This design comes from an exercise in tuning for small area and few clock cycles per item on the open sky130 flow, not from production work.
The RTL was checked by simulation tests, not by an equivalence proof against the original design.
Power figures rest on the tool's default switching activity, not on a simulated workload.

==> flow/constraint.sdc <==
create_clock -name core_clock -period 5.0 [get_ports {clk}]
set_input_delay 1.0000 -clock core_clock [delete_from_list [all_inputs] [get_ports {clk}]]
set_output_delay 1.0000 -clock core_clock [all_outputs]
set_load 0.01 [all_outputs]
==> flow/design.v <==
module point_loader #(
  parameter int LEN    = 256,
  parameter int WORD   = 32,
  parameter int SETTLE = 2
) (
  input  logic            clk,
  input  logic            rst,
  input  logic [LEN-1:0]  p,
  input  logic            in_valid,
  output logic            in_ready,
  input  logic [WORD-1:0] in_data,
  output logic [LEN-1:0]  chk_x,
  output logic [LEN-1:0]  chk_y,
  input  logic            chk_valid,
  output logic            out_valid,
  input  logic            out_ready,
  output logic [LEN-1:0]  out_x,
  output logic [LEN-1:0]  out_y,
  output logic            out_on_curve,
  output logic            out_range_err
);
  localparam int NW   = LEN / WORD;         
  localparam int IDXW = $clog2(2 * NW);     
  logic [2*LEN-1:0] buf_q;      
  logic [WORD-1:0]  hold;       
  logic             hold_v;
  logic [IDXW-1:0]  widx;       
  logic             full;       
  logic             shown;      
  logic             ge;         
  logic             x_err;
  logic             r_err;      
  logic             hand;       
  logic             free;       
  logic             xfer;
  logic [WORD-1:0]  pw;
  logic             ge_new;
  assign hand     = shown && out_ready;
  assign free     = !full || hand;
  assign in_ready = !rst && (free || (widx == '0 && !hold_v));
  assign xfer     = in_valid && in_ready;
  assign pw     = p[widx[IDXW-2:0]*WORD +: WORD];
  assign ge_new = (in_data > pw) || ((in_data == pw) && (widx[IDXW-2:0] == '0 || ge));
  assign chk_x         = buf_q[LEN-1:0];
  assign chk_y         = buf_q[2*LEN-1:LEN];
  assign out_x         = buf_q[LEN-1:0];
  assign out_y         = buf_q[2*LEN-1:LEN];
  assign out_valid     = shown;
  assign out_range_err = r_err;
  assign out_on_curve  = chk_valid && !r_err;
  always_ff @(posedge clk) begin
    if (rst) begin
      widx   <= '0;
      full   <= 1'b0;
      shown  <= 1'b0;
      hold_v <= 1'b0;
    end else begin
      if (hand) begin
        full   <= 1'b0;
        shown  <= 1'b0;
        hold_v <= 1'b0;
      end else if (full) begin
        shown <= 1'b1;
      end
      if (xfer) begin
        widx <= widx + 1'b1;
        if (!free) hold_v <= 1'b1;
        if (widx == IDXW'(2 * NW - 1)) full <= 1'b1;
      end
    end
  end
  always_ff @(posedge clk) begin
    if (xfer) begin
      ge <= ge_new;
      if (widx == IDXW'(NW - 1)) x_err <= ge_new;
      if (widx == IDXW'(2 * NW - 1)) r_err <= x_err || ge_new;
    end
  end
  always_ff @(posedge clk) begin
    if (xfer && !free) hold <= in_data;
  end
  for (genvar k = 0; k < 2 * NW; k++) begin : g_word
    always_ff @(posedge clk) begin
      if (k == 0) begin
        if (free && hold_v) buf_q[k*WORD +: WORD] <= hold;
        else if (xfer && free && widx == IDXW'(k)) buf_q[k*WORD +: WORD] <= in_data;
      end else begin
        if (xfer && free && widx == IDXW'(k)) buf_q[k*WORD +: WORD] <= in_data;
      end
    end
  end
endmodule
==> flow/config.mk <==
export PLATFORM = sky130hd
export DESIGN_NAME = point_loader
export DESIGN_NICKNAME = point_loader
export VERILOG_FILES = /design/flow/design.v
export SDC_FILE = /design/flow/constraint.sdc
export NUM_CORES = 4
export LEC_CHECK = 0
export CAP_MARGIN = 20
export CORE_AREA = 10 10 460 460
export DIE_AREA = 0 0 470 470
export SLEW_MARGIN = 20
==> flow/run.sh <==
#!/bin/bash
# synth_recipe.tcl (not shown) runs the flow's synth.tcl, then flattens the netlist and writes it again
# the make line also repeats each setting of config.mk as NAME=value (left out here)
make -C /OpenROAD-flow-scripts/flow DESIGN_CONFIG=/design/flow/config.mk WORK_HOME=/design/flow/orfs CLKGATE_MAP_FILE= SYNTH_SCRIPT=/design/flow/synth_recipe.tcl finish
==> key figures, run 1 <==
Outcome
  – Outcome: timing/DRC/antenna clean

Critical path
  – Maximum fanout count along the critical path: 50
  – Cell class contributing the biggest share of worst-path delay: buffers and inverters
  – Worst-path cell with the longest stage delay: clkdlybuf4s50_1
  – Critical path capture point type: primary output
  – Req. time, crit path: roughly 4000 ps
  – Critical path arrival: about 3100 ps
  – Sum of buffers and inverters on the critical path: 2
  – Startpoint type of the worst setup path: flop
  – Crit path kind: reg -> out
  – Cells traversed along the worst timing path: inv_1, ha_1, or4b_4, a21oi_1, clkdlybuf4s50_1
  – Largest stage delay on the critical path: 650 ps

CTS
  – Clock tree buffer depth: 3
  – CTS tree: done
  – Clock-pin slew reported for the worst setup and hold paths after clock tree synthesis: ~50 ps
  – Clock root buffer: clkbuf_16
  – Clock Latency Late Sink: 700 ps
  – Quantity of gates resized following cts: 0
  – Cts-stage hold buffer count: 0
  – # H-tree levels: 3
  – Setup fix buffers added after clock tree synthesis: 0
  – Count of clock tree sinks: 554
  – Total clock buffers created by CTS: 70

GRT
  – Initial antenna violation count: a little under 90
  – Largest net degree at the start of global routing: 51
  – Via count of the first global-routing pass: 17330
  – First-pass GRT wire length: 227000 um
  – Grt ovf: 0
  – Global-route usage over all layers: 0.1621

Floorplan
  – Core area: 201900 sq um
  – DIE WIDTH: 470 um
  – I/O pin count: 1321
  – Die extent in y: 470 um
  – Count of standard-cell rows: 165
  – Die outline area: 220900 sq um
  – Initial core utilization: 0.1175

Place
  – GPL Wtd Cong: 0.8703
  – Instance area after placement: ~37000 sq um
  – Detailed-placement wirelength estimate: 155200 um
  – DP Cell Count: between 4000 and 5000
  – PortBufs: 1320

Detailed routing
  – Final routed wirelength across all metal layers: 187700 um
  – ANT nets after route: 0
  – Drt wl/cell: 37.13 um
  – Drt initial violations: 1268
  – Detailed-route DRC error count: 0
  – First drt pass iteration count: 5
  – Count of vias placed by the detailed router: 16410
  – Via density: 3.245

Layout
  – Share of post-route cells with drive strength above 1: 0.1320
  – P&R area growth vs syn: 66.14%
  – Number of fill cells in the layout: 21630
  – Design area: 39430 sq um
  – Post-route non-filler standard cell count: 5056
  – Final net count: 2633

Power
  – Power density relative to cell area: 285.0 nW/um^2
  – Worst vdd ir: 218.5 uV
  – Leakage power total: around 13 nW

STA
  – Clock period minus worst slack: 4100 ps
  – Setup Skew: 27.61 ps
  – Period Utilization, post-route: 0.8200
  – Count of pins over their slew limit: 0
  – Setup TNS: 0 ps
  – FMAX: 0.2439 GHz
  – Final Hold Fails: 0
  – Transition time at the pin with the least slew margin: 957.5 ps
  – Setup-failing EPs final: 0
  – Unrepaired setup endpoints after global routing: no
  – Max_slew headroom: 0.3617

Run
  – Number of max-capacitance violations reported: 0

Synthesis
  – Count of warnings emitted by yosys: 1
  – Distinct cell type count after synthesis: 42
  – Fraction of the yosys area taken by sequential cells: 0.6981
  – Nets in the synthesized netlist: 1696
  – Gate Count Post-Synth: 1367
  – Post-synthesis instance area: between 20000 and 25000 sq um
  – EDFF count, synth: 547
  – Number of synthesized register bits: 554
  – Proportion of register bits with asynchronous set or reset after synthesis: 0
  – Synthesized area per cell: approximately 17 sq um
  – Most frequently used flop master after synthesis: edfxtp_1

Hold path
  – Hold crit path type: reg -> reg
==> stage by stage <==
step | utilization | hold WS, ps | total power [mW] | setup slack [ps]
6_report | 0.1953 | 517.3 | 11.24 | 900.0
5_1_grt | 0.1950 | 549.9 | 11.66 | 686.0
4_1_cts | 0.1949 | 514.8 | 11.49 | 793.0
3_5_place_dp | 0.1840 | 508.7 | 6.310 | 669.9
3_3_place_gp | 0.1840 | 492.1 | 6.305 | 614.0
2_1_floorplan | - | 477.5 | 5.600 | 400.9
==> layout make-up <==
type	instances	area (sq um)	share of cell area
Sequential cell	554	16570	0.4204
Timing Repair Buffer	1401	13890	0.3522
Tap cell	2672	3343	0.08480
Multi-Input combinational cell	272	3327	0.08438
Clock buffer	87	1837	0.04659
Clock inverter	37	371.6	0.009425
Antenna cell	28	70.07	0.001777
Inverter	5	18.77	0.0004760
==> cells in the mapped netlist, drive strengths merged (4+ instances only) <==
| cell type | count | area share |
|---|---|---|
| a21o | 4 | 0.0013 |
| a21oi | 19 | 0.0045 |
| buf | 528 | 0.17 |
| clkbuf | 8 | 0.0013 |
| dfxtp | 7 | 0.0059 |
| edfxtp | 547 | 0.69 |
| ha | 36 | 0.019 |
| inv | 5 | 0.00079 |
| mux2 | 32 | 0.015 |
| mux2i | 31 | 0.013 |
| mux4 | 64 | 0.061 |
| nand2 | 19 | 0.0033 |
| nand3 | 4 | 0.00084 |
| nand4 | 9 | 0.0026 |
| nor2 | 21 | 0.0036 |
| nor3 | 5 | 0.0011 |
==> layer usage <==
layer	wire, um	up-vias	global-route usage
met5	386	-	0
met4	4901	64	0.03852
met1	62740	8374	0.1594
met2	91320	1232	0.2797
met3	28390	249	0.1097
li1	-	6486	-
==> logic make-up after synthesis <==
| group | after synthesis | share of synthesized area |
|---|---|---|
| compound gates | 38 | 0.01044 |
| xor+xnor | 3 | 0.001107 |
| fa+ha+maj | 36 | 0.01898 |
| buf+inv | 541 | 0.1678 |
| flops | 554 | 0.6981 |
| mux | 127 | 0.08900 |
| simple gates | 68 | 0.01460 |
==> worst paths after layout <==
kind | start | end | slack, ps | depth (start not counted)
min reg2reg | full | shown | 520 | 2
min | full | shown | 520 | 2
max | widx[1] | in_ready | 900 | 5
max reg2reg | widx[0] | r_err | 900 | 9
==> worst min-delay path: stages (launching register included) <==
cell and delay [ps]:
dfxtp_1 330, nor2_1 90, a211oi_1 50
==> power by group <==
group	leakage (nW)	switching [mW]	total, mW	internal (mW)
combinational	6.90	0.484	0.981	0.497
clock	1.06	2.25	5.06	2.81
sequential	4.99	0.0577	5.19	5.14
==> cell usage in the layout, fill, tap and decap left out, types with 10 or more instances in the layout <==
cell,synthesis,layout
a21oi_1,18,18
buf_4,514,73
clkbuf_1,8,16
clkbuf_16,0,71
clkdlybuf4s50_1,0,1313
clkinv_1,0,10
diode_2,0,28
edfxtp_1,547,547
ha_1,36,36
inv_6,0,10
mux2_2,32,32
mux2i_1,31,31
mux4_2,64,64
nand2_1,18,17
nor2_4,1,13
==> registers in the layout, indices dropped and copies added (netlist names) <==
signal and flops:
buf_q 512, full 1, ge 1, hold 32, hold_v 1, r_err 1
shown 1, widx 4, x_err 1
Testbench counts, summed over its fixed seeds: cycles 12,816, items 800.
==> inputs of run 2 (changes only) <==
--- a/flow/design.v
+++ b/flow/design.v
@@ -22,8 +22,6 @@
   localparam int NW   = LEN / WORD;         
   localparam int IDXW = $clog2(2 * NW);     
   logic [2*LEN-1:0] buf_q;      
-  logic [WORD-1:0]  hold;       
-  logic             hold_v;
   logic [IDXW-1:0]  widx;       
   logic             full;       
   logic             shown;      
@@ -37,7 +35,7 @@
   logic             ge_new;
   assign hand     = shown && out_ready;
   assign free     = !full || hand;
-  assign in_ready = !rst && (free || (widx == '0 && !hold_v));
+  assign in_ready = !rst && free;
   assign xfer     = in_valid && in_ready;
   assign pw     = p[widx[IDXW-2:0]*WORD +: WORD];
   assign ge_new = (in_data > pw) || ((in_data == pw) && (widx[IDXW-2:0] == '0 || ge));
@@ -53,18 +51,15 @@
       widx   <= '0;
       full   <= 1'b0;
       shown  <= 1'b0;
-      hold_v <= 1'b0;
     end else begin
       if (hand) begin
         full   <= 1'b0;
         shown  <= 1'b0;
-        hold_v <= 1'b0;
       end else if (full) begin
         shown <= 1'b1;
       end
       if (xfer) begin
         widx <= widx + 1'b1;
-        if (!free) hold_v <= 1'b1;
         if (widx == IDXW'(2 * NW - 1)) full <= 1'b1;
       end
     end
@@ -76,17 +71,9 @@
       if (widx == IDXW'(2 * NW - 1)) r_err <= x_err || ge_new;
     end
   end
-  always_ff @(posedge clk) begin
-    if (xfer && !free) hold <= in_data;
-  end
   for (genvar k = 0; k < 2 * NW; k++) begin : g_word
     always_ff @(posedge clk) begin
-      if (k == 0) begin
-        if (free && hold_v) buf_q[k*WORD +: WORD] <= hold;
-        else if (xfer && free && widx == IDXW'(k)) buf_q[k*WORD +: WORD] <= in_data;
-      end else begin
-        if (xfer && free && widx == IDXW'(k)) buf_q[k*WORD +: WORD] <= in_data;
-      end
+      if (xfer && widx == IDXW'(k)) buf_q[k*WORD +: WORD] <= in_data;
     end
   end
 endmodule
==> run 2 against run 1 <==
Effect of this change: global-route usage increased by 1.1 points; combinational power increased by 1%; sequential power decreased by 6.0%; final area decreased by 3.6%; cell count decreased by 1.6%; worst hold slack improved by 13 ps; synthesized cell count decreased by 5.8%; fmax decreased by 7.7%; non-clock buffer count decreased by 7; die area unchanged; critical path depth increased by 6; area after synthesis decreased by 6.0%; critical path type is now reg -> reg; critical endpoint is now r_err; largest cell class unchanged; largest power group is now clock; highest routed layer unchanged.
==> key figures, run 2 <==
Outcome
  – Outcome: timing/DRC/antenna clean

Layout
  – Post-route non-filler standard cell count: 4973 (-1.6%)
  – Register with the highest flop count: buf_q
  – Flip-flop count of the largest register, all copies and words added: 512 (unchanged)
  – Largest regs: buf_q x512, widx x4
  – Share of post-route cells with drive strength above 1: 0.1241 (-0.007938)
  – Final net count: 2550 (-3.2%)
  – Most used cells in the layout excluding fill and tap cells: clkdlybuf4s50_1 (1312), edfxtp_1 (515), clkbuf_16 (72)
  – Util after Layout: 0.1883 (-0.006972)
  – Design area: 38020 sq um (-3.6%)
  – P&R area growth vs syn: 70.45%
  – Most common cell after layout, fill and taps aside: clkdlybuf4s50_1

Synthesis
  – Synth top area share: 0.6933 (+0.001144)
  – Main combinational cell family by area after synthesis: buffers and inverters
  – Most frequently used flop master after synthesis: edfxtp_1
  – Area fraction in compound gates after synthesis: 0.01015 (-0.0002866)
  – Nets in the synthesized netlist: 1617 (-4.7%)
  – EDFF count, synth: 515 (-5.9%)
  – Proportion of register bits with asynchronous set or reset after synthesis: 0 (unchanged)
  – Parity-gate share of the synthesized area counting xor and xnor cells: 0.001178 (+0.00007074)
  – Fraction of synthesized area in multiplexers: 0.07853 (-0.01047)
  – Library cell with the largest summed area after synthesis: edfxtp_1
  – Fraction of the yosys area taken by sequential cells: 0.6987 (about the same)
  – Post-synthesis instance area: 22310 sq um (-6.0%)
  – Gate Count Post-Synth: 1288 (-5.8%)
  – Post-Synth Adder-Cell Area: 0.02019 (+0.001213)
  – Simple-gate share of the synthesized area: 0.01335 (-0.001255)
  – Area contributors post-synth: edfxtp_1 (69%), buf_4 (17%), mux4_2 (6.5%)
  – Count of warnings emitted by yosys: 1 (unchanged)
  – Most numerous cell types in the synthesized netlist: edfxtp_1 (515), buf_4 (514), mux4_2 (64)
  – Distinct cell type count after synthesis: 39 (-7.1%)
  – Number of synthesized register bits: 521 (-6.0%)
  – Synthesized area per cell: 17.32 sq um (-0.24%)
  – Cell with the most instances after synthesis: edfxtp_1

Floorplan
  – Die extent in y: 470 um (unchanged)
  – Core area: 201900 sq um (unchanged)
  – Initial core utilization: 0.1105 (-0.007058)
  – Count of standard-cell rows: 165 (unchanged)
  – I/O pin count: 1321 (unchanged)
  – Die outline area: 220900 sq um (unchanged)
  – DIE WIDTH: 470 um (unchanged)

Detailed routing
  – Count of vias placed by the detailed router: 16050 (-2.2%)
  – ANT nets after route: 0 (unchanged)
  – Drt initial violations: 1749 (+38%)
  – First drt pass iteration count: 5 (unchanged)
  – Drt wl/cell: 40.22 um (+8.3%)
  – Final routed wirelength across all metal layers: 200000 um (+6.5%)
  – Via density: 3.228 (-0.52%)
  – Detailed-route DRC error count: 0 (unchanged)

Critical path
  – Critical path's most frequent cell: buf_12
  – Largest stage delay on the critical path: 790 ps (+140 ps)
  – Worst-path cell with the longest stage delay: dfxtp_4
  – Startpoint type of the worst setup path: flop
  – Critical path capture point type: flop
  – Crit path kind: reg -> reg
  – Maximum fanout count along the critical path: 26 (-48%)
  – Critical path arrival: 4990 ps (+1890 ps)
  – R2r setup slk: 560 ps (-340 ps)
  – Req. time, crit path: 5540 ps (+1540 ps)
  – Cells traversed along the worst timing path: buf_12, mux4_2, mux2i_1, ha_1, nand4_1, or3_2, buf_12, a21oi_1, buf_4, o311a_1, a211o_1

CTS
  – Quantity of gates resized following cts: 0 (unchanged)
  – Total clock buffers created by CTS: 70 (unchanged)
  – Setup fix buffers added after clock tree synthesis: 0 (unchanged)
  – CTS tree: done
  – Clock root buffer: clkbuf_16
  – Clock Latency Late Sink: 690 ps (about the same)
  – Cts-stage hold buffer count: 0 (unchanged)
  – Clock tree buffer depth: 3 (unchanged)
  – Clock-pin slew reported for the worst setup and hold paths after clock tree synthesis: 60 ps (about the same)
  – # H-tree levels: 3 (unchanged)
  – Count of clock tree sinks: 521 (-6.0%)

Place
  – DP Cell Count: 4821 (-1.7%)
  – Pre-CTS WS: 249.7 ps (-420.3 ps)
  – Instance area after placement: 35660 sq um (-4.0%)
  – GPL Wtd Cong: 0.9395 (+8.0%)
  – PortBufs: 1320 (unchanged)
  – Detailed-placement wirelength estimate: 169400 um (+9.1%)

GRT
  – GRT met3 Usage: 0.1197 (+0.009942)
  – Via count of the first global-routing pass: 16600 (-4.2%)
  – Initial antenna violation count: 105 (+18%)
  – Largest net degree at the start of global routing: 42 (-18%)
  – Global-route usage over all layers: 0.1727 (+0.01059)
  – GRT met2 Usage: 0.2989 (+0.01914)
  – Routing layer with the top usage in global route: met2
  – Grt ovf: 0 (unchanged)
  – First-pass GRT wire length: 238300 um (+5.0%)
  – Grt met1 use: 0.1654 (+0.006052)

Power
  – Overall power of the completed layout: 11.05 mW (-1.7%)
  – Leakage power total: 12.51 nW (-3.4%)
  – Power density relative to cell area: 290.7 nW/um^2 (+2.0%)
  – Worst vdd ir: 207.9 uV (-4.8%)

STA
  – Period Utilization, post-route: 0.8886 (+0.06864)
  – Transition time at the pin with the least slew margin: 1108 ps (+151.0 ps)
  – Final Hold Fails: 0 (unchanged)
  – Hold slack final: 530.7 ps (+13.45 ps)
  – Unrepaired setup endpoints after global routing: no
  – Clock period minus worst slack: 4443 ps (+343.2 ps)
  – Count of pins over their slew limit: 0 (unchanged)
  – Max_slew headroom: 0.2532 (-0.1085)
  – Setup-failing EPs final: 0 (unchanged)
  – FMAX: 0.2251 GHz (-7.7%)
  – Least setup slack across all paths after layout: 556.8 ps (-343.2 ps)
  – Setup TNS: 0 ps (unchanged)
  – Setup Skew: 29.44 ps (+1.829 ps)

Run
  – Number of max-capacitance violations reported: 0 (unchanged)

Hold path
  – Hold crit path type: reg -> reg
==> run 2: changes by cell type after synthesis, moves of 2 or more <==
| cell | previous run | this run |
|---|---|---|
| edfxtp_1 | 547 | 515 |
| mux2_2 | 32 | 0 |
| nor2_1 | 20 | 17 |
| a211oi_1 | 2 | 0 |
| buf_1 | 7 | 5 |
| o21a_1 | 0 | 2 |
| o31ai_1 | 3 | 1 |
==> run 2: layout make-up <==
class	count	area, sq um
Fill cell	21750	163900
Sequential cell	521	15590
Timing Repair Buffer	1394	13840
Tap cell	2672	3343
Multi-Input combinational cell	228	2863
Clock buffer	78	1824
Clock inverter	46	461.7
Antenna cell	28	70.07
Inverter	6	23.77
==> run 2: critical path: cells and delay by family (launching register included) <==
family | cells | cell delay (ps)
muxes | 2 | 810
buffers and inverters | 3 | 560
DFF | 1 | 790
and+or+nand+nor | 2 | 1220
adders and majority gates | 1 | 370
AOI/OAI and AO/OA | 3 | 460
==> run 2: final timing paths <==
| check | endpoint | depth (start not counted) | startpoint |
|---|---|---|---|
| max | r_err | 11 | widx[0] |
| min | full | 2 | full |
| max reg2reg | r_err | 11 | widx[0] |
| min reg2reg | full | 2 | full |
==> run 2: kinds of logic after synthesis <==
group,Yosys count
DFF,521
muxes,95
adders and majority gates,36
AOI/OAI and AO/OA,35
xor gates and xnor gates,3
and+or+nand+nor,59
buffers and inverters,539
==> run 2: power breakdown <==
group / internal, mW / leakage [nW] / switching [mW]
Combinational: 0.487 / 6.73 / 0.508
Clock: 2.97 / 1.09 / 2.21
Sequential: 4.83 / 4.69 / 0.0507
Total: 8.29 / 12.5 / 2.76
==> run 2: per-layer routing <==
layer  share of wire  vias to the layer above
met5          0.0027                        -
met4           0.026                       80
met3            0.15                      267
met2            0.49                     1313
met1            0.33                     8218
li1                -                     6174
Testbench counts of run 2, summed over its fixed seeds: cycles 13,608, items 800.
==> inputs of run 3 (changes only) <==
--- a/flow/design.v
+++ b/flow/design.v
@@ -22,6 +22,7 @@
   localparam int NW   = LEN / WORD;         
   localparam int IDXW = $clog2(2 * NW);     
   logic [2*LEN-1:0] buf_q;      
+  logic [WORD-1:0]  hold;       
   logic [IDXW-1:0]  widx;       
   logic             full;       
   logic             shown;      
@@ -35,7 +36,7 @@
   logic             ge_new;
   assign hand     = shown && out_ready;
   assign free     = !full || hand;
-  assign in_ready = !rst && free;
+  assign in_ready = !rst && (free || widx == '0);
   assign xfer     = in_valid && in_ready;
   assign pw     = p[widx[IDXW-2:0]*WORD +: WORD];
   assign ge_new = (in_data > pw) || ((in_data == pw) && (widx[IDXW-2:0] == '0 || ge));
@@ -71,9 +72,16 @@
       if (widx == IDXW'(2 * NW - 1)) r_err <= x_err || ge_new;
     end
   end
+  always_ff @(posedge clk) begin
+    if (xfer && widx == '0) hold <= in_data;
+  end
   for (genvar k = 0; k < 2 * NW; k++) begin : g_word
     always_ff @(posedge clk) begin
-      if (xfer && widx == IDXW'(k)) buf_q[k*WORD +: WORD] <= in_data;
+      if (k == 0) begin
+        if (free) buf_q[k*WORD +: WORD] <= hold;
+      end else begin
+        if (xfer && free && widx == IDXW'(k)) buf_q[k*WORD +: WORD] <= in_data;
+      end
     end
   end
 endmodule
==> flow/flow/run.sh (new file) <==
#!/bin/bash
# Standard ORFS layout, with plain minimum-size buffers on the ports instead of the
# buffer cell buffer_ports picks by default.
set -euo pipefail
export BUFFER_PORTS_ARGS="-buffer_cell sky130_fd_sc_hd__buf_1"
if [[ -n "${FLOW_PLACE_PINS_ARGS:-}" ]]; then export PLACE_PINS_ARGS="$FLOW_PLACE_PINS_ARGS"; fi
bash standard.sh > standard.log 2>&1
==> flow/standard.sh (new file) <==
#!/bin/bash
# synth_recipe.tcl (not shown) runs the flow's synth.tcl, then flattens the netlist and writes it again
# the make line also repeats each setting of config.mk as NAME=value (left out here)
make -C /OpenROAD-flow-scripts/flow DESIGN_CONFIG=/design/flow/config.mk WORK_HOME=/design/flow/orfs CLKGATE_MAP_FILE= SYNTH_SCRIPT=/design/flow/synth_recipe.tcl "${@:-finish}"
--- a/flow/config.mk
+++ b/flow/config.mk
@@ -5,7 +5,9 @@
 export SDC_FILE = /design/flow/constraint.sdc
 export NUM_CORES = 4
 export LEC_CHECK = 0
+export ABC_AREA = 1
 export CAP_MARGIN = 20
 export CORE_AREA = 10 10 460 460
+export CTS_BUF_LIST = sky130_fd_sc_hd__clkbuf_2 sky130_fd_sc_hd__clkbuf_4 sky130_fd_sc_hd__clkbuf_8
 export DIE_AREA = 0 0 470 470
 export SLEW_MARGIN = 20
removed: flow/run.sh
==> run 3 against run 2 <==
Effect of this change: flip-flop and latch count increased by 32; non-clock buffer count decreased by 16; routed wire length increased by 3.6%; fmax decreased by 0.28%; first-iteration DRC count increased by 30%; area after synthesis increased by 5.6%; global-route usage increased by 0.61 points; critical path type is now reg -> out; register-to-register slack improved by 460 ps; power increased by 0.99%; final area decreased by 19%; utilization decreased by 3.5 points.
==> key figures, run 3 <==
Outcome
  – Outcome: timing/DRC/antenna clean

Hold path
  – Worst-case hold path end point: buf_q[293]
  – Hold crit path type: in -> reg
  – Hold path cells: 1 (-1)
  – Critical hold path startpoint: in_data[5]

Synthesis
  – Number of synthesized register bits: 553 (+6.1%)
  – Synthesized area per cell: 14.17 sq um (-18%)
  – Proportion of register bits with asynchronous set or reset after synthesis: 0 (unchanged)
  – EDFF count, synth: 547 (+6.2%)
  – Most frequently used flop master after synthesis: edfxtp_1
  – Post-synthesis instance area: 23560 sq um (+5.6%)
  – Gate Count Post-Synth: 1662 (+29%)
  – Library cell with the largest summed area after synthesis: edfxtp_1
  – Fraction of the yosys area taken by sequential cells: 0.7023 (+0.003605)
  – Area contributors post-synth: edfxtp_1 (70%), buf_4 (17%), nor2_1 (2.6%)
  – Nets in the synthesized netlist: 1991 (+23%)
  – Cell with the most instances after synthesis: edfxtp_1
  – Synth top area share: 0.6972 (+0.003892)
  – Distinct cell type count after synthesis: 28 (-28%)
  – Count of warnings emitted by yosys: 1 (unchanged)
  – Most numerous cell types in the synthesized netlist: edfxtp_1 (547), buf_4 (522), nor2_1 (164)

Critical path
  – Crit path kind: reg -> out
  – Sum of buffers and inverters on the critical path: 4 (+1)
  – Cell class contributing the biggest share of worst-path delay: buffers and inverters
  – R2r setup slk: 1020 ps (+460 ps)
  – Worst path depth: 8 (-3)
  – Critical path arrival: 3460 ps (-1530 ps)
  – Critical path's most frequent cell: nand2_1
  – Reg2Reg Depth: 15 (+4)
  – Cells traversed along the worst timing path: clkinv_2, buf_4, ha_1, nand2_1, nand2_2, nand2_1, inv_1, buf_1
  – Worst-path cell with the longest stage delay: dfxtp_4
  – Startpoint type of the worst setup path: flop
  – Largest stage delay on the critical path: 620 ps (-170 ps)
  – Critical path capture point type: primary output
  – Reg2reg start: widx[0]
  – Req. time, crit path: 4000 ps (-1540 ps)
  – Worst flop-to-flop path endpoint: ge
  – Maximum fanout count along the critical path: 41 (+58%)

STA
  – Setup Skew: 66.67 ps (+37.24 ps)
  – Period Utilization, post-route: 0.8912 (+0.002530)
  – Setup-failing EPs final: 0 (unchanged)
  – Count of pins over their slew limit: 0 (unchanged)
  – Clock period minus worst slack: 4456 ps (+12.65 ps)
  – Max_slew headroom: 0.3047 (+0.05150)
  – Transition time at the pin with the least slew margin: 1043 ps (-65.54 ps)
  – Setup TNS: 0 ps (unchanged)
  – Least setup slack across all paths after layout: 544.2 ps (-12.65 ps)
  – Final Hold Fails: 0 (unchanged)
  – Unrepaired setup endpoints after global routing: no
  – FMAX: 0.2244 GHz (-0.28%)

CTS
  – Clock-pin slew reported for the worst setup and hold paths after clock tree synthesis: 60 ps (about the same)
  – Count of clock tree sinks: 553 (+6.1%)
  – Clock tree buffer depth: 3 (unchanged)
  – Cts-stage hold buffer count: 0 (unchanged)
  – Clock Latency Late Sink: 900 ps (+210 ps)
  – Clock root buffer: clkbuf_8
  – CTS tree: done
  – # H-tree levels: 3 (unchanged)
  – Total clock buffers created by CTS: 108 (+54%)
  – Quantity of gates resized following cts: 0 (unchanged)
  – Setup fix buffers added after clock tree synthesis: 0 (unchanged)

Detailed routing
  – Detailed-route DRC error count: 0 (unchanged)
  – Final routed wirelength across all metal layers: 207300 um (+3.6%)
  – Count of vias placed by the detailed router: 18900 (+18%)
  – Drt wl/cell: 38.35 um (-4.7%)
  – Total met3 wirelength after detailed routing: 36650 um (+18%)
  – ANT nets after route: 0 (unchanged)
  – Via density: 3.498 (+8.4%)
  – Sum of routed wire segments on met1: 69310 um (+6.5%)
  – First drt pass iteration count: 8 (+3)
  – Uppermost routed layer: met5
  – Drt initial violations: 2282 (+30%)
  – Amount of wire on met2 after detailed routing: 92490 um (-5.8%)

Place
  – Pre-CTS WS: 863.2 ps (+613.5 ps)
  – GPL Wtd Cong: 0.9938 (+5.8%)
  – Instance area after placement: 28420 sq um (-20%)
  – Detailed-placement wirelength estimate: 174200 um (+2.8%)
  – PortBufs: 1320 (unchanged)

Floorplan
  – I/O pin count: 1321 (unchanged)
  – DIE WIDTH: 470 um (unchanged)
  – Count of standard-cell rows: 165 (unchanged)
  – Die outline area: 220900 sq um (unchanged)
  – Initial core utilization: 0.1167 (+0.006209)
  – Die extent in y: 470 um (unchanged)
  – Core area: 201900 sq um (unchanged)

Layout
  – Most common cell after layout, fill and taps aside: buf_1
  – Sequential Area: 16560 sq um (+6.2%)
  – Share of post-route cells with drive strength above 1: 0.1088 (-0.01528)
  – Most used cells in the layout excluding fill and tap cells: buf_1 (1304), edfxtp_1 (547), nor2_1 (151)
  – Register with the highest flop count: buf_q
  – Area used by multi-input combinational logic: 2917 sq um (+1.9%)
  – Design area: 30960 sq um (-19%)
  – Final net count: 2918 (+14%)
  – P&R area growth vs syn: 31.41%
  – Util after Layout: 0.1533 (-0.03496)
  – Number of fill cells in the layout: 22550 (+3.7%)
  – Flip-flop count of the largest register, all copies and words added: 512 (unchanged)
  – Largest regs: buf_q x512, hold x32, widx x4

GRT
  – Global-route usage over all layers: 0.1788 (+0.006135)
  – Largest net degree at the start of global routing: 79 (+88%)
  – Initial antenna violation count: 147 (+40%)
  – Grt ovf: 0 (unchanged)
  – First-pass GRT wire length: 249200 um (+4.5%)
  – Via count of the first global-routing pass: 18830 (+13%)

Run
  – Number of max-capacitance violations reported: 0 (unchanged)

Power
  – Power density relative to cell area: 360.5 nW/um^2 (+24%)
  – Leakage power total: 9.339 nW (-25%)
  – Worst vdd ir: 188.7 uV (-9.2%)
  – Overall power of the completed layout: 11.16 mW (+0.99%)
[run 3: cell count changes in the layout (fill, tap and decap cells not counted), sizes merged, moves of 19 or more]
cell           before   now
edfxtp            515   547
buf                82  1362
mux2i              31     0
clkbuf             78   146
o221ai              0    31
nor2               17   167
diode              28    58
nand2              17    58
mux4               64     0
o21ai               4   166
clkdlybuf4s50    1312     0
inv                14    33
o22ai               0    32
[run 3: cells by family after synthesis]
kind of cell               Yosys count  synth area share
AOI/OAI and AO/OA                  251           0.06049
and+or+nand+nor                    232           0.03941
buffers and inverters              590            0.1787
adders and majority gates           36           0.01912
DFF                                553            0.7023
[run 3: metal layers]
layer,vias to the layer above,track usage
met5,-,0
li1,7394,-
met3,432,0.1401
met1,9237,0.1764
met2,1741,0.2824
met4,100,0.06584
[run 3: worst max path at each step]
stage	slack, ps	from	endpoint
after CTS	360	widx[1]	in_ready
after global routing	290	widx[0]	in_ready
after floorplan	430	out_ready	buf_q[256]
final	540	widx[1]	in_ready
after global placement	850	widx[0]	ge
after detailed placement	860	widx[0]	r_err
[run 3: report_power, final]
group	switching [mW]	internal, mW
sequential	0.0351	5.13
combinational	0.531	0.195
clock	2.41	2.86
[run 3: through the flow]
stage          std cells  hold WS [ps]
6_report            5405         337.2
5_1_grt             5361         261.9
4_1_cts             5347         182.2
3_5_place_dp        5151         404.5
3_3_place_gp        5151         400.5
2_1_floorplan       1662         400.3
[run 3: cell type report]
class,count,area share
inverters,29,0.003799
multi-input cells,519,0.09420
diodes,58,0.004688
clock inverters,66,0.02401
flip-flops and latches,553,0.5348
well taps,2672,0.1080
repair buffers,1378,0.1772
clock buffers,130,0.05335
[run 3: worst reg2reg max path, stage by stage (launching register included)]
cell and delay, ps:
dfxtp_4 510, inv_4 600, buf_12 380, o21ai_0 200, o22ai_1 580, o21ai_1 120, ha_1 320, nand2_1 70
nor2_1 150, nand2_1 130, nor2_1 240, nand2_1 110, nor2_1 100, inv_1 50, nand2_1 80, inv_1 60
Testbench counts of run 3, summed over its fixed seeds: cycles 12,816, items 800.
==> inputs of run 4 (changes only) <==
==> flow/flow/run.sh (replaced) <==
#!/bin/bash
# Standard ORFS layout, with plain minimum-size buffers on the ports instead of the
# buffer cell buffer_ports picks by default.
set -euo pipefail
export BUFFER_PORTS_ARGS="-buffer_cell sky130_fd_sc_hd__buf_1"
export PLACE_PINS_ARGS="-min_distance 1 -min_distance_in_tracks"
bash standard.sh > standard.log 2>&1
--- a/flow/config.mk
+++ b/flow/config.mk
@@ -7,7 +7,7 @@
 export LEC_CHECK = 0
 export ABC_AREA = 1
 export CAP_MARGIN = 20
-export CORE_AREA = 10 10 460 460
+export CORE_AREA = 10 10 320 320
 export CTS_BUF_LIST = sky130_fd_sc_hd__clkbuf_2 sky130_fd_sc_hd__clkbuf_4 sky130_fd_sc_hd__clkbuf_8
-export DIE_AREA = 0 0 470 470
+export DIE_AREA = 0 0 330 330
 export SLEW_MARGIN = 20
==> run 4 against run 3 <==
Effect of this change: first-iteration DRC count down 26%; worst hold slack better by 80 ps; utilization up 15 points; clock power down about 20%; non-clock buffer count up 3; critical path type unchanged.
==> key figures, run 4 <==
Critical path
  – Largest stage delay on the critical path: 560 ps (-60 ps)
  – Maximum fanout count along the critical path: 67 (+63%)
  – Critical path capture point type: primary output
  – Critical path's most frequent cell: nand2_1
  – Worst-path cell with the longest stage delay: inv_4
  – Sum of buffers and inverters on the critical path: 3 (-1)
  – Startpoint type of the worst setup path: flop
  – Critical path arrival: 2660 ps (-800 ps)
  – Crit path kind: reg -> out
  – Cells traversed along the worst timing path: inv_4, ha_1, nand2_1, nand2_2, nand2_1, inv_1, buf_1
  – Req. time, crit path: 4000 ps (about the same)
  – Cell class contributing the biggest share of worst-path delay: buffers and inverters

Synthesis
  – Distinct cell type count after synthesis: 28 (unchanged)
  – Library cell with the largest summed area after synthesis: edfxtp_1
  – Most numerous cell types in the synthesized netlist: edfxtp_1 (547), buf_4 (522), nor2_1 (164)
  – Area contributors post-synth: edfxtp_1 (70%), buf_4 (17%), nor2_1 (2.6%)
  – Proportion of register bits with asynchronous set or reset after synthesis: 0 (unchanged)
  – Post-synthesis instance area: 23560 sq um (unchanged)
  – Synthesized area per cell: 14.17 sq um (unchanged)
  – Number of synthesized register bits: 553 (unchanged)
  – Most frequently used flop master after synthesis: edfxtp_1
  – Fraction of the yosys area taken by sequential cells: 0.7023 (unchanged)
  – EDFF count, synth: 547 (unchanged)
  – Count of warnings emitted by yosys: 1 (unchanged)
  – Nets in the synthesized netlist: 1991 (unchanged)
  – Synth top area share: 0.6972 (unchanged)
  – Cell with the most instances after synthesis: edfxtp_1
  – Gate Count Post-Synth: 1662 (unchanged)

Place
  – PortBufs: 1320 (unchanged)
  – Detailed-placement wirelength estimate: 96610 um (-45%)
  – GPL Wtd Cong: 0.8955 (-9.9%)
  – Pre-CTS WS: 1427 ps (+563.5 ps)

STA
  – Transition time at the pin with the least slew margin: 892.6 ps (-150.4 ps)
  – Setup TNS: 0 ps (unchanged)
  – Max_slew headroom: 0.4017 (+0.09702)
  – Unrepaired setup endpoints after global routing: no
  – Count of pins over their slew limit: 0 (unchanged)
  – Setup Skew: 41.62 ps (-25.05 ps)
  – Setup-failing EPs final: 0 (unchanged)
  – Least setup slack across all paths after layout: 1338 ps (+793.9 ps)
  – FMAX: 0.2731 GHz (+22%)
  – Period Utilization, post-route: 0.7324 (-0.1588)
  – Final Hold Fails: 0 (unchanged)
  – Hold slack final: 417.7 ps (+80.49 ps)
  – Clock period minus worst slack: 3662 ps (-793.9 ps)

Detailed routing
  – ANT nets after route: 0 (unchanged)
  – First drt pass iteration count: 8 (unchanged)
  – Count of vias placed by the detailed router: 18230 (-3.6%)
  – Via density: 4.578 (+31%)
  – Detailed-route DRC error count: 0 (unchanged)
  – Final routed wirelength across all metal layers: 123500 um (-40%)
  – Drt wl/cell: 31.02 um (-19%)
  – Drt initial violations: 1683 (-26%)

GRT
  – First-pass GRT wire length: 157400 um (-37%)
  – Grt ovf: 0 (unchanged)
  – Global-route usage over all layers: 0.2111 (+0.03231)
  – Initial antenna violation count: 83 (-44%)
  – Via count of the first global-routing pass: 18520 (-1.7%)
  – Largest net degree at the start of global routing: 97 (+23%)

Layout
  – P&R area growth vs syn: 22.05%
  – Sequential Area: 16550 sq um (about the same)
  – Most used cells in the layout excluding fill and tap cells: buf_1 (1319), edfxtp_1 (547), nor2_1 (151)
  – Final net count: 2907 (-0.38%)
  – Register with the highest flop count: buf_q
  – Largest regs: buf_q x512, hold x32, widx x4
  – Flip-flop count of the largest register, all copies and words added: 512 (unchanged)
  – Number of fill cells in the layout: 9728 (-57%)
  – Area used by multi-input combinational logic: 2917 sq um (unchanged)
  – Most common cell after layout, fill and taps aside: buf_1
  – Util after Layout: 0.3022 (+0.1488)
  – Share of post-route cells with drive strength above 1: 0.09362 (-0.01516)

Floorplan
  – Die outline area: 108900 sq um (-51%)
  – Die extent in y: 330 um (-30%)
  – I/O pin count: 1321 (unchanged)
  – DIE WIDTH: 330 um (-30%)
  – Core area: 95150 sq um (-53%)
  – Initial core utilization: 0.2476 (+0.1309)
  – Count of standard-cell rows: 113 (-32%)

Run
  – Number of max-capacitance violations reported: 0 (unchanged)

CTS
  – Clock tree buffer depth: 3 (unchanged)
  – Setup fix buffers added after clock tree synthesis: 0 (unchanged)
  – Total clock buffers created by CTS: 94 (-13%)
  – Quantity of gates resized following cts: 0 (unchanged)
  – Count of clock tree sinks: 553 (unchanged)
  – # H-tree levels: 3 (unchanged)
  – CTS tree: done
  – Clock-pin slew reported for the worst setup and hold paths after clock tree synthesis: 60 ps (about the same)
  – Cts-stage hold buffer count: 0 (unchanged)
  – Clock root buffer: clkbuf_8
  – Clock Latency Late Sink: 730 ps (-170 ps)

Power
  – Worst vdd ir: 162.0 uV (-14%)
  – Power density relative to cell area: 348.8 nW/um^2 (-3.2%)
  – Leakage power total: 9.104 nW (-2.5%)

Outcome
  – Outcome: timing/DRC/antenna clean

Hold path
  – Hold crit path type: reg -> reg
-- run 4: changes by cell type in the layout (fill, tap and decap cells not counted), sizes merged --
cell / before / now
clkinvlp: 12 / 6
clkbuf: 146 / 121
diode: 58 / 67
bufinv: 12 / 7
buf: 1362 / 1380
clkinv: 38 / 30
-- run 4: logic make-up (layout without fill, tap and decap cells) --
logic type                 Yosys count  count (layout)  synth area share
buffers and inverters              590            1577            0.1787
DFF                                553             553            0.7023
AOI/OAI and AO/OA                  251             251           0.06049
other                                0              67                 0
and+or+nand+nor                    232             232           0.03941
adders and majority gates           36              36           0.01912
-- run 4: routing by layer --
metal  up-vias  global-route usage  share of wire
met5         -            0.008869        0.00096
met4        18              0.1706          0.072
met3       487             0.07360           0.10
met2      1655              0.3197           0.46
met1      8728              0.2397           0.36
li1       7337                   -              -
-- run 4: worst reg2reg max path: cells and delay by family, from the launching register on --
kind          cells  cell delay [ps]
simple gates      6             1280
buf+inv           4             1120
flops             1              480
fa+ha+maj         1              300
-- run 4: through the flow --
step / power (mW) / instance area (sq um) / std cells
2_1_floorplan: 5.556 / 23560 / 1662
3_3_place_gp: 5.899 / 26670 / 3747
3_5_place_dp: 5.903 / 26670 / 3747
4_1_cts: 10.15 / 28580 / 3914
5_1_grt: 10.42 / 28720 / 3969
6_report: 10.03 / 28750 / 3981
-- run 4: layout make-up --
type / instances / area share
flip-flops and latches: 553 / 0.5757
repair buffers: 1381 / 0.1913
multi-input cells: 519 / 0.1014
well taps: 1265 / 0.05505
clock buffers: 120 / 0.05178
clock inverters: 47 / 0.01493
diodes: 67 / 0.005831
inverters: 29 / 0.003960
-- run 4: power breakdown --
| part | internal, mW | switching (mW) | leakage, nW |
|---|---|---|---|
| clock network | 2.33 | 1.90 | 1.00 |
| logic | 0.195 | 0.448 | 3.08 |
| registers | 5.14 | 0.0295 | 5.03 |
-- run 4: final timing paths --
check / cells after the start / slack (ps) / start / end
worst max-delay path: 7 / 1340 / widx[0] / in_ready
worst min-delay path: 0 / 420 / hold[16] / buf_q[16]
worst max register to register: 11 / 1490 / widx[0] / buf_q[32]
worst min register to register: 0 / 420 / hold[16] / buf_q[16]
==> inputs of run 5 (changes only) <==
==> flow/design.v (replaced) <==
module point_loader #(
  parameter int LEN    = 256,
  parameter int WORD   = 32,
  parameter int SETTLE = 2
) (
  input  logic            clk,
  input  logic            rst,
  input  logic [LEN-1:0]  p,
  input  logic            in_valid,
  output logic            in_ready,
  input  logic [WORD-1:0] in_data,
  output logic [LEN-1:0]  chk_x,
  output logic [LEN-1:0]  chk_y,
  input  logic            chk_valid,
  output logic            out_valid,
  input  logic            out_ready,
  output logic [LEN-1:0]  out_x,
  output logic [LEN-1:0]  out_y,
  output logic            out_on_curve,
  output logic            out_range_err
);
  localparam int NW   = LEN / WORD;         
  logic [2*LEN-1:0] buf_q;      
  logic [WORD-1:0]  hold;       
  logic [NW-1:0]    wsel;       
  logic             wy;         
  logic             full;       
  logic             shown;      
  logic             ge;         
  logic             x_err;
  logic             r_err;      
  logic             hand;       
  logic             free;       
  logic             xfer;
  logic [WORD-1:0]  pw;
  logic             ge_new;
  logic             first;      
  logic             last;       
  assign hand     = shown && out_ready;
  assign free     = !full || hand;
  assign first    = wsel[0] && !wy;
  assign last     = wsel[NW-1] && wy;
  assign in_ready = !rst && (free || first);
  assign xfer     = in_valid && in_ready;
  always_comb begin
    pw = '0;
    for (int i = 0; i < NW; i++) pw = pw | (p[i*WORD +: WORD] & {WORD{wsel[i]}});
  end
  assign ge_new = (in_data > pw) || ((in_data == pw) && (wsel[0] || ge));
  assign chk_x         = buf_q[LEN-1:0];
  assign chk_y         = buf_q[2*LEN-1:LEN];
  assign out_x         = buf_q[LEN-1:0];
  assign out_y         = buf_q[2*LEN-1:LEN];
  assign out_valid     = shown;
  assign out_range_err = r_err;
  assign out_on_curve  = chk_valid && !r_err;
  always_ff @(posedge clk) begin
    if (rst) begin
      wsel   <= NW'(1);
      wy     <= 1'b0;
      full   <= 1'b0;
      shown  <= 1'b0;
    end else begin
      if (hand) begin
        full   <= 1'b0;
        shown  <= 1'b0;
      end else if (full) begin
        shown <= 1'b1;
      end
      if (xfer) begin
        wsel <= {wsel[NW-2:0], wsel[NW-1]};
        if (wsel[NW-1]) wy <= !wy;
        if (last) full <= 1'b1;
      end
    end
  end
  always_ff @(posedge clk) begin
    if (xfer) begin
      ge <= ge_new;
      if (wsel[NW-1] && !wy) x_err <= ge_new;
      if (last) r_err <= x_err || ge_new;
    end
  end
  always_ff @(posedge clk) begin
    if (xfer && first) hold <= in_data;
  end
  always_ff @(posedge clk) begin
    if (free) buf_q[WORD-1:0] <= hold;
    if (xfer && free) buf_q[2*LEN-1:WORD] <= {in_data, buf_q[2*LEN-1:2*WORD]};
  end
endmodule
==> flow/flow/run.sh (replaced) <==
#!/bin/bash
# Standard ORFS layout, with plain minimum-size buffers on the ports instead of the
# buffer cell buffer_ports picks by default.
set -euo pipefail
export BUFFER_PORTS_ARGS="-buffer_cell sky130_fd_sc_hd__buf_1"
bash standard.sh > standard.log 2>&1
==> flow/config.mk (replaced) <==
export PLATFORM = sky130hd
export DESIGN_NAME = point_loader
export DESIGN_NICKNAME = point_loader
export VERILOG_FILES = /design/flow/design.v
export SDC_FILE = /design/flow/constraint.sdc
export NUM_CORES = 4
export LEC_CHECK = 0
export CAP_MARGIN = 20
export CORE_AREA = 10 10 420 420
export CTS_BUF_LIST = sky130_fd_sc_hd__clkbuf_2 sky130_fd_sc_hd__clkbuf_4 sky130_fd_sc_hd__clkbuf_8
export DIE_AREA = 0 0 430 430
export SLEW_MARGIN = 20
==> run 5 against run 4 <==
Effect of this change: largest power group unchanged; global-route usage decreased by 4.0 points; cell count increased by 16%; register-to-register slack improved by 60 ps; still clean; worst hold slack got worse by 99 ps.
==> key figures, run 5 <==
Power
  – Leakage power total: 8.677 nW (-4.7%)
  – Power density relative to cell area: 381.2 nW/um^2 (+9.3%)
  – Worst vdd ir: 165.8 uV (+2.4%)

STA
  – Count of pins over their slew limit: 0 (unchanged)
  – Max_slew headroom: 0.3001 (-0.1016)
  – Transition time at the pin with the least slew margin: 1050 ps (+157.3 ps)
  – Period Utilization, post-route: 0.7492 (+0.01679)
  – FMAX: 0.2670 GHz (-2.2%)
  – Setup-failing EPs final: 0 (unchanged)
  – Unrepaired setup endpoints after global routing: no
  – Setup Skew: 120.4 ps (+78.82 ps)
  – Final Hold Fails: 0 (unchanged)
  – Clock period minus worst slack: 3746 ps (+83.94 ps)
  – Least setup slack across all paths after layout: 1254 ps (-83.94 ps)

Synthesis
  – Synth top area share: 0.7199 (+0.02271)
  – EDFF count, synth: 547 (unchanged)
  – Most frequently used flop master after synthesis: edfxtp_1
  – Nets in the synthesized netlist: 1717 (-14%)
  – Post-synthesis instance area: 22820 sq um (-3.2%)
  – Fraction of the yosys area taken by sequential cells: 0.7296 (+0.02727)
  – Area contributors post-synth: edfxtp_1 (72%), buf_4 (17%), a22oi_1 (4.2%)
  – Proportion of register bits with asynchronous set or reset after synthesis: 0 (unchanged)
  – Count of warnings emitted by yosys: 1 (unchanged)
  – Number of synthesized register bits: 558 (+0.90%)
  – Most numerous cell types in the synthesized netlist: edfxtp_1 (547), buf_4 (512), a22oi_1 (128)
  – Synthesized area per cell: 16.39 sq um (+16%)
  – Library cell with the largest summed area after synthesis: edfxtp_1
  – Cell with the most instances after synthesis: edfxtp_1
  – Gate Count Post-Synth: 1392 (-16%)
  – Distinct cell type count after synthesis: 37 (+32%)

CTS
  – CTS tree: done
  – Setup fix buffers added after clock tree synthesis: 0 (unchanged)
  – # H-tree levels: 3 (unchanged)
  – Clock Latency Late Sink: 880 ps (+150 ps)
  – Cts-stage hold buffer count: 0 (unchanged)
  – Clock-pin slew reported for the worst setup and hold paths after clock tree synthesis: 70 ps (about the same)
  – Clock root buffer: clkbuf_8
  – Clock tree buffer depth: 3 (unchanged)
  – Total clock buffers created by CTS: 98 (+4.3%)
  – Count of clock tree sinks: 558 (+0.90%)
  – Quantity of gates resized following cts: 0 (unchanged)

Detailed routing
  – Drt wl/cell: 36.29 um (+17%)
  – Detailed-route DRC error count: 0 (unchanged)
  – First drt pass iteration count: 5 (-3)
  – Via density: 3.634 (-21%)
  – Count of vias placed by the detailed router: 16740 (-8.2%)
  – Drt initial violations: 2042 (+21%)
  – Final routed wirelength across all metal layers: 167100 um (+35%)
  – ANT nets after route: 0 (unchanged)

GRT
  – Grt ovf: 0 (unchanged)
  – Initial antenna violation count: 63 (-24%)
  – Largest net degree at the start of global routing: 137 (+41%)
  – Global-route usage over all layers: 0.1716 (-0.03955)
  – Via count of the first global-routing pass: 16740 (-9.6%)
  – First-pass GRT wire length: 205000 um (+30%)

Layout
  – Area used by multi-input combinational logic: 2223 sq um (-24%)
  – Most common cell after layout, fill and taps aside: buf_1
  – Most used cells in the layout excluding fill and tap cells: buf_1 (1319), edfxtp_1 (547), a22oi_1 (128)
  – Register with the highest flop count: buf_q
  – Sequential Area: 16650 sq um (+0.57%)
  – Flip-flop count of the largest register, all copies and words added: 512 (unchanged)
  – Largest regs: buf_q x512, hold x32, wsel x8
  – Share of post-route cells with drive strength above 1: 0.08452 (-0.009095)
  – Final net count: 2623 (-9.8%)
  – P&R area growth vs syn: 26.85%
  – Number of fill cells in the layout: 18610 (+91%)
  – Util after Layout: 0.1731 (-0.1291)

Critical path
  – Critical path capture point type: primary output
  – Worst path depth: 4 (-3)
  – Reg2reg start: wsel[0]
  – Cells traversed along the worst timing path: buf_4, nand2b_1, a21oi_4, buf_1
  – Worst flop-to-flop path endpoint: x_err
  – Maximum fanout count along the critical path: 17 (-75%)
  – Reg2Reg Depth: 9 (-2)
  – Sum of buffers and inverters on the critical path: 2 (-1)
  – Worst-path cell with the longest stage delay: dfxtp_1
  – R2r setup slk: 1550 ps (+60 ps)
  – Startpoint type of the worst setup path: flop
  – Worst Setup EP: in_ready
  – Largest stage delay on the critical path: 850 ps (+290 ps)
  – Cell class contributing the biggest share of worst-path delay: flip-flops
  – Critical path arrival: 2750 ps (+90 ps)
  – Crit path kind: reg -> out
  – Req. time, crit path: 4000 ps (about the same)
  – Start point of the critical path: wsel[0]

Place
  – Pre-CTS WS: 1285 ps (-141.6 ps)
  – GPL Wtd Cong: 1.024 (+14%)
  – Detailed-placement wirelength estimate: 145500 um (+51%)
  – PortBufs: 1320 (unchanged)

Run
  – Number of max-capacitance violations reported: 0 (unchanged)

Floorplan
  – I/O pin count: 1321 (unchanged)
  – Die extent in y: 430 um (+30%)
  – Initial core utilization: 0.1364 (-0.1112)
  – Count of standard-cell rows: 150 (+33%)
  – DIE WIDTH: 430 um (+30%)
  – Die outline area: 184900 sq um (+70%)
  – Core area: 167200 sq um (+76%)

Hold path
  – Hold crit path type: reg -> reg

Outcome
  – Outcome: timing/DRC/antenna clean
[run 5: metal layers]
layer  GRT usage  part of all wire
met1      0.1792              0.34
met2      0.3047              0.51
met3     0.07311              0.11
met4     0.06299             0.040
met5           0            0.0016
[run 5: how the worst min path moves through the flow]
stage / startpoint / endpoint / slack (ps) / cells after the start
after global placement: hold[7] / buf_q[7] / 400 / 0
after detailed placement: hold[14] / buf_q[14] / 400 / 0
after floorplan: hold[0] / buf_q[0] / 400 / 0
after CTS: out_ready / shown / 270 / 2
after global routing: hold[26] / buf_q[26] / 340 / 0
final: hold[26] / buf_q[26] / 320 / 0
[run 5: cell families after synthesis]
family / synth area share
AND/OR/NAND/NOR: 0.02506
adder cells (fa/ha/maj): 0.01755
flip-flops: 0.7296
XOR/XNOR: 0.0003839
AO/OA/AOI/OAI: 0.05270
buffers and inverters: 0.1747
[run 5: area by class of cell]
cell class | count | area share
sequential | 558 | 0.5752
timing repair buffer | 1352 | 0.1814
tap | 2204 | 0.09528
multi-input combinational | 285 | 0.07682
clock buffer | 130 | 0.05534
clock inverter | 50 | 0.01366
antenna | 23 | 0.001989
inverter | 3 | 0.0003891
[run 5: per-stage QoR]
step           power (mW)  instance area (sq um)  hold slack [ps]  std cells  setup TNS [ps]
2_1_floorplan       6.108                  22850            400.3       1392        -1885020
3_3_place_gp        6.672                  26890            402.5       4402               0
3_5_place_dp        6.677                  26890            404.5       4402               0
4_1_cts             11.24                  28880            272.8       4582               0
5_1_grt             11.46                  28920            344.2       4596               0
6_report            11.03                  28940            318.5       4605               0
[run 5: where the power goes]
| group | switching (mW) | internal, mW |
|---|---|---|
| Clock | 2.12 | 2.36 |
| Combinational | 0.721 | 0.259 |
| Sequential | 0.237 | 5.34 |
| Total | 3.07 | 7.96 |
Testbench counts of run 5, summed over its fixed seeds: cycles 12,816, items 800.
==> inputs of run 6 (changes only) <==
--- a/flow/config.mk
+++ b/flow/config.mk
@@ -9,4 +9,5 @@
 export CORE_AREA = 10 10 420 420
 export CTS_BUF_LIST = sky130_fd_sc_hd__clkbuf_2 sky130_fd_sc_hd__clkbuf_4 sky130_fd_sc_hd__clkbuf_8
 export DIE_AREA = 0 0 430 430
+export PLACE_DENSITY = 0.85
 export SLEW_MARGIN = 20
==> run 6 against run 5 <==
Effect of this change: routed wire length is 14% higher; first-iteration DRC count is 3.6% higher; power is 4.5% higher; sequential power hardly changed.
==> key figures, run 6 <==
CTS
  – # H-tree levels: 3 (unchanged)
  – CTS tree: done
  – Setup fix buffers added after clock tree synthesis: 0 (unchanged)
  – Clock-pin slew reported for the worst setup and hold paths after clock tree synthesis: 60 ps (about the same)
  – Quantity of gates resized following cts: 0 (unchanged)
  – Clock Latency Late Sink: 810 ps (-70 ps)
  – Cts-stage hold buffer count: 0 (unchanged)
  – Count of clock tree sinks: 558 (unchanged)
  – Clock tree buffer depth: 3 (unchanged)
  – Total clock buffers created by CTS: 105 (+7.1%)
  – Clock root buffer: clkbuf_8

Critical path
  – Worst path depth: 9 (+5)
  – Largest stage delay on the critical path: 970 ps (+120 ps)
  – Reg2Reg Depth: 9 (unchanged)
  – Cells traversed along the worst timing path: buf_4, a22oi_1, and4_1, ha_1, nand4_1, or4_4, or2_1, nor3_1, a21oi_1
  – Req. time, crit path: 5540 ps (+1540 ps)
  – Critical path capture point type: flop
  – Critical path arrival: 4220 ps (+1470 ps)
  – Startpoint type of the worst setup path: flop
  – Sum of buffers and inverters on the critical path: 1 (-1)
  – Maximum fanout count along the critical path: 19 (+2)
  – Cell class contributing the biggest share of worst-path delay: simple AND/OR/NAND/NOR gates
  – Crit path kind: reg -> reg
  – Worst-path cell with the longest stage delay: dfxtp_1

Detailed routing
  – Final routed wirelength across all metal layers: 190200 um (+14%)
  – Drt wl/cell: 41.03 um (+13%)
  – Detailed-route DRC error count: 0 (unchanged)
  – ANT nets after route: 0 (unchanged)
  – First drt pass iteration count: 5 (unchanged)
  – Drt initial violations: 2115 (+3.6%)
  – Count of vias placed by the detailed router: 17630 (+5.3%)
  – Via density: 3.803 (+4.6%)

Floorplan
  – Die outline area: 184900 sq um (unchanged)
  – Initial core utilization: 0.1364 (unchanged)
  – DIE WIDTH: 430 um (unchanged)
  – Die extent in y: 430 um (unchanged)
  – Count of standard-cell rows: 150 (unchanged)
  – Core area: 167200 sq um (unchanged)
  – I/O pin count: 1321 (unchanged)

Power
  – Switching power total: 3.310 mW (+7.7%)
  – Leakage power total: 8.816 nW (+1.6%)
  – Gate power share: 0.091 (+0.002)
  – Total internal power: 8.217 mW (+3.3%)
  – Worst vdd ir: 169.4 uV (+2.1%)
  – Switching fraction of total power: 0.2872 (+0.008469)
  – Power density relative to cell area: 394.0 nW/um^2 (+3.4%)
  – Clock power share: 0.422 (+0.016)
  – Sequential fraction of design power: 0.486 (-0.020)

GRT
  – GRT met2 Usage: 0.3354 (+0.03072)
  – First-pass GRT wire length: 229700 um (+12%)
  – Routing layer with the top usage in global route: met2
  – Via count of the first global-routing pass: 17610 (+5.2%)
  – Grt met1 use: 0.1911 (+0.01186)
  – Initial antenna violation count: 82 (+30%)
  – Global-route usage over all layers: 0.1954 (+0.02380)
  – Grt ovf: 0 (unchanged)
  – Largest net degree at the start of global routing: 80 (-42%)
  – GRT met3 Usage: 0.09061 (+0.01751)

Layout
  – Number of fill cells in the layout: 18460 (-0.81%)
  – Design area: 29260 sq um (+1.1%)
  – Flip-flop count of the largest register, all copies and words added: 512 (unchanged)
  – Share of post-route cells with drive strength above 1: 0.09042 (+0.005892)
  – Most common cell after layout, fill and taps aside: buf_1
  – Most used cells in the layout excluding fill and tap cells: buf_1 (1319), edfxtp_1 (547), a22oi_1 (128)
  – Final net count: 2639 (+0.61%)
  – Largest regs: buf_q x512, hold x32, wsel x8
  – P&R area growth vs syn: 28.23%
  – Post-route non-filler standard cell count: 4635 (+0.65%)
  – Register with the highest flop count: buf_q

Synthesis
  – Gate Count Post-Synth: 1392 (unchanged)
  – Fraction of the yosys area taken by sequential cells: 0.7296 (unchanged)
  – Synthesized area per cell: 16.39 sq um (unchanged)
  – Count of warnings emitted by yosys: 1 (unchanged)
  – Synth top area share: 0.7199 (unchanged)
  – Number of synthesized register bits: 558 (unchanged)
  – Most numerous cell types in the synthesized netlist: edfxtp_1 (547), buf_4 (512), a22oi_1 (128)
  – EDFF count, synth: 547 (unchanged)
  – Area contributors post-synth: edfxtp_1 (72%), buf_4 (17%), a22oi_1 (4.2%)
  – Proportion of register bits with asynchronous set or reset after synthesis: 0 (unchanged)
  – Nets in the synthesized netlist: 1717 (unchanged)
  – Post-synthesis instance area: 22820 sq um (unchanged)
  – Library cell with the largest summed area after synthesis: edfxtp_1
  – Most frequently used flop master after synthesis: edfxtp_1
  – Cell with the most instances after synthesis: edfxtp_1
  – Distinct cell type count after synthesis: 37 (unchanged)

Run
  – Number of max-capacitance violations reported: 0 (unchanged)

STA
  – Clock period minus worst slack: 3680 ps (-65.72 ps)
  – Setup TNS: 0 ps (unchanged)
  – FMAX: 0.2717 GHz (+1.8%)
  – Hold slack final: 417.7 ps (+99.24 ps)
  – Setup-failing EPs final: 0 (unchanged)
  – Count of pins over their slew limit: 0 (unchanged)
  – Final Hold Fails: 0 (unchanged)
  – Period Utilization, post-route: 0.7360 (-0.01314)
  – Transition time at the pin with the least slew margin: 1095 ps (+44.98 ps)
  – Setup Skew: 62.83 ps (-57.62 ps)
  – Max_slew headroom: 0.2701 (-0.02998)
  – Unrepaired setup endpoints after global routing: no

Outcome
  – Outcome: timing/DRC/antenna clean

Place
  – PortBufs: 1320 (unchanged)
  – DP Cell Count: 4411 (+0.20%)
  – GPL Wtd Cong: 1.188 (+16%)
  – Detailed-placement wirelength estimate: 166300 um (+14%)
  – Instance area after placement: 26980 sq um (+0.35%)

Hold path
  – Hold path cells: 0 (unchanged)
  – Hold crit path type: reg -> reg
-- run 6: cell types whose count changed in the layout (fill, tap and decap cells not counted), sizes merged --
cell | previous run | this run
diode | 23 | 31
bufinv | 5 | 8
buf | 1352 | 1361
clkbuf | 130 | 132
inv | 6 | 8
clkinv | 37 | 43
-- run 6: worst paths after layout --
check | startpoint | endpoint | slack [ps]
setup reg to reg | wsel[2] | ge | 1320
hold reg to reg | hold[8] | buf_q[8] | 420
hold / removal | hold[8] | buf_q[8] | 420
setup / recovery | wsel[2] | ge | 1320
-- run 6: through the flow --
stage	utilization	power [mW]	setup slack (ps)
floorplan	-	6.108	-3927
global placement	0.1613	6.767	1231
detailed placement	0.1613	6.775	1314
CTS	0.1745	11.74	1262
global route	0.1747	11.98	1248
finish	0.1749	11.53	1320
-- run 6: metal layers --
metal  part of all wire  wire length (um)
met1               0.32             60320
met2               0.49             93760
met3               0.12             23170
met4              0.066             12650
met5             0.0014               264
-- run 6: worst register-to-register path, cell delays in order (launching register included) --
cell and delay (ps):
dfxtp_1 970, buf_4 390, a22oi_1 210, and4_1 250
ha_1 310, nand4_1 180, or4_4 570, or2_1 270
nor3_1 190, a21oi_1 80
-- run 6: cell families (layout without fill, tap and decap cells) --
logic type	Yosys count	count (layout)	share of synthesized area
flip-flops	558	558	0.7296
buffers and inverters	549	1557	0.1747
AO/OA/AOI/OAI	168	168	0.05270
AND/OR/NAND/NOR	84	84	0.02506
adder cells (fa/ha/maj)	32	32	0.01755
XOR/XNOR	1	1	0.0003839
other	0	31	0
-- run 6: area by class of cell --
class / count / area [sq um] / area share
Tap cell: 2204 / 2758 / 0.09426
Clock buffer: 132 / 1654 / 0.05654
Multi-Input combinational cell: 285 / 2223 / 0.07600
Antenna cell: 31 / 77.57 / 0.002652
Sequential cell: 558 / 16650 / 0.5690
Clock inverter: 61 / 543.0 / 0.01856
Timing Repair Buffer: 1361 / 5341 / 0.1826
Inverter: 3 / 11.26 / 0.0003849
-- run 6: power groups by stage --
stage          registers, mW  clock network (mW)  logic (mW)
6_report                5.61                4.87        1.05
5_1_grt                 5.61                5.26        1.11
4_1_cts                 5.60                5.06        1.09
3_5_place_dp            5.69                   0        1.08
3_3_place_gp            5.69                   0        1.08
2_1_floorplan           5.64                   0       0.468
==> inputs of run 7 (changes only) <==
--- a/flow/config.mk
+++ b/flow/config.mk
@@ -7,7 +7,6 @@
 export LEC_CHECK = 0
 export CAP_MARGIN = 20
 export CORE_AREA = 10 10 420 420
-export CTS_BUF_LIST = sky130_fd_sc_hd__clkbuf_2 sky130_fd_sc_hd__clkbuf_4 sky130_fd_sc_hd__clkbuf_8
+export CTS_BUF_LIST = sky130_fd_sc_hd__clkbuf_4
 export DIE_AREA = 0 0 430 430
-export PLACE_DENSITY = 0.85
 export SLEW_MARGIN = 20
==> run 7 against run 6 <==
Effect of this change: flip-flop and latch count is the same; non-clock buffer count shrank 6; still clean; highest routed layer unchanged; largest cell class unchanged; global-route usage shrank 2.3 points; final area shrank 0.77%; first-iteration DRC count shrank 4.4%; clock skew grew 61 ps; clock power shrank about 10%; setup slack lost 280 ps; count of clock-buffer cells in the layout grew 91; routed wire length shrank 12%.
==> key figures, run 7 <==
Synthesis
  – Area contributors post-synth: edfxtp_1 (72%), buf_4 (17%), a22oi_1 (4.2%)
  – Distinct cell type count after synthesis: 37 (unchanged)
  – Fraction of the yosys area taken by sequential cells: 0.7296 (unchanged)
  – EDFF count, synth: 547 (unchanged)
  – Synthesized area per cell: 16.39 sq um (unchanged)
  – Gate Count Post-Synth: 1392 (unchanged)

Detailed routing
  – First drt pass iteration count: 7 (+2)
  – Drt wl/cell: 35.39 um (-14%)

STA
  – Max_slew headroom: 0.3044 (+0.03424)
  – Unrepaired setup endpoints after global routing: no
  – Setup-failing EPs final: 0 (unchanged)
  – Hold slack final: 245.5 ps (-172.2 ps)
  – Count of pins over their slew limit: 0 (unchanged)
  – FMAX: 0.2526 GHz (-7.0%)
  – Clock period minus worst slack: 3959 ps (+278.6 ps)

GRT
  – Grt ovf: 0 (unchanged)
  – Initial antenna violation count: 63 (-23%)
  – Via count of the first global-routing pass: 17300 (-1.8%)

CTS
  – Quantity of gates resized following cts: 0 (unchanged)
  – Count of clock tree sinks: 558 (unchanged)
  – Total clock buffers created by CTS: 158 (+50%)
  – Setup fix buffers added after clock tree synthesis: 0 (unchanged)
  – Clock-pin slew reported for the worst setup and hold paths after clock tree synthesis: 70 ps (about the same)
  – Cts-stage hold buffer count: 3 (+3)

Layout
  – Most common cell after layout, fill and taps aside: buf_1
  – Final net count: 2686 (+1.8%)
  – Register with the highest flop count: buf_q

Critical path
  – Largest stage delay on the critical path: 850 ps (-120 ps)
  – Maximum fanout count along the critical path: 17 (-2)
  – Critical path arrival: 2960 ps (-1260 ps)

Outcome
  – Outcome: timing/DRC/antenna clean

Floorplan
  – Initial core utilization: 0.1364 (unchanged)

Hold path
  – Critical hold path startpoint: in_data[1]

Power
  – Overall power of the completed layout: 10.91 mW (-5.3%)
==> run 7: changes by cell type in the layout (fill, tap and decap cells not counted), moves of 2 or more <==
cell / before / now
bufinv_16: 8 / 2
clkbuf_4: 26 / 223
buf_12: 6 / 4
clkinv_2: 10 / 7
inv_6: 0 / 6
inv_12: 4 / 0
clkinvlp_4: 5 / 1
diode_2: 31 / 37
clkbuf_8: 106 / 0
dlygate4sd3_1: 0 / 3
clkinv_1: 30 / 34
buf_4: 36 / 29
inv_2: 1 / 3
==> run 7: worst max path at each step <==
stage	endpoint	depth (start not counted)
2_1_floorplan	buf_q[100]	4
3_3_place_gp	ge	9
3_5_place_dp	ge	9
4_1_cts	in_ready	4
5_1_grt	in_ready	4
6_report	in_ready	4
==> run 7: logic make-up (layout without fill, tap and decap cells) <==
kind of cell / after synthesis / count (layout) / share of synthesized area
buffers and inverters: 549 / 1638 / 0.1747
AO/OA/AOI/OAI: 168 / 168 / 0.05270
XOR/XNOR: 1 / 1 / 0.0003839
adder cells (fa/ha/maj): 32 / 32 / 0.01755
other: 0 / 37 / 0
flip-flops: 558 / 558 / 0.7296
AND/OR/NAND/NOR: 84 / 84 / 0.02506
==> run 7: area by class of cell <==
cell class,count,area [sq um]
Antenna cell,37,92.59
Tap cell,2204,2758
Multi-Input combinational cell,285,2223
Clock inverter,57,346.6
Sequential cell,558,16650
Timing Repair Buffer,1355,5279
Fill cell,18710,138200
Clock buffer,223,1674
Inverter,3,11.26
==> run 7: routing by layer <==
| metal | vias up | track usage | part of all wire |
|---|---|---|---|
| met5 | - | 0 | 0.00071 |
| met4 | 20 | 0.06617 | 0.044 |
| li1 | 6795 | - | - |
| met1 | 8810 | 0.1765 | 0.34 |
| met3 | 242 | 0.07758 | 0.11 |
| met2 | 1320 | 0.3058 | 0.51 |
==> run 7: worst register-to-register path, cell delays in order, from the launching register on <==
cell and delay (ps):
dfxtp_1 850, buf_4 400, a22oi_1 160, and4_1 250, ha_1 310, nand4_1 180
or4_4 540, or2_1 260, nor3_1 150, a21oi_1 90
==> run 7: where the power goes <==
part,internal (mW),total (mW),switching [mW]
Clock,2.19,4.36,2.16
Sequential,5.34,5.57,0.236
Combinational,0.260,0.983,0.723
==> run 7: stage by stage <==
step                      instance area (sq um)  instances
after floorplan                           22850       1392
after global placement                    26890       4402
after detailed placement                  26890       4402
after CTS                                 28940       4685
after global routing                      28980       4700
final                                     29030       4722

Setup slack of run 7, layout unchanged: 1.041 ns with ideal ports, 0.956 ns with driving cells assumed (clock clkbuf_16, inputs buf_2), 1.173 ns with port delays also shifted by the 1.179 ns mid clock arrival.
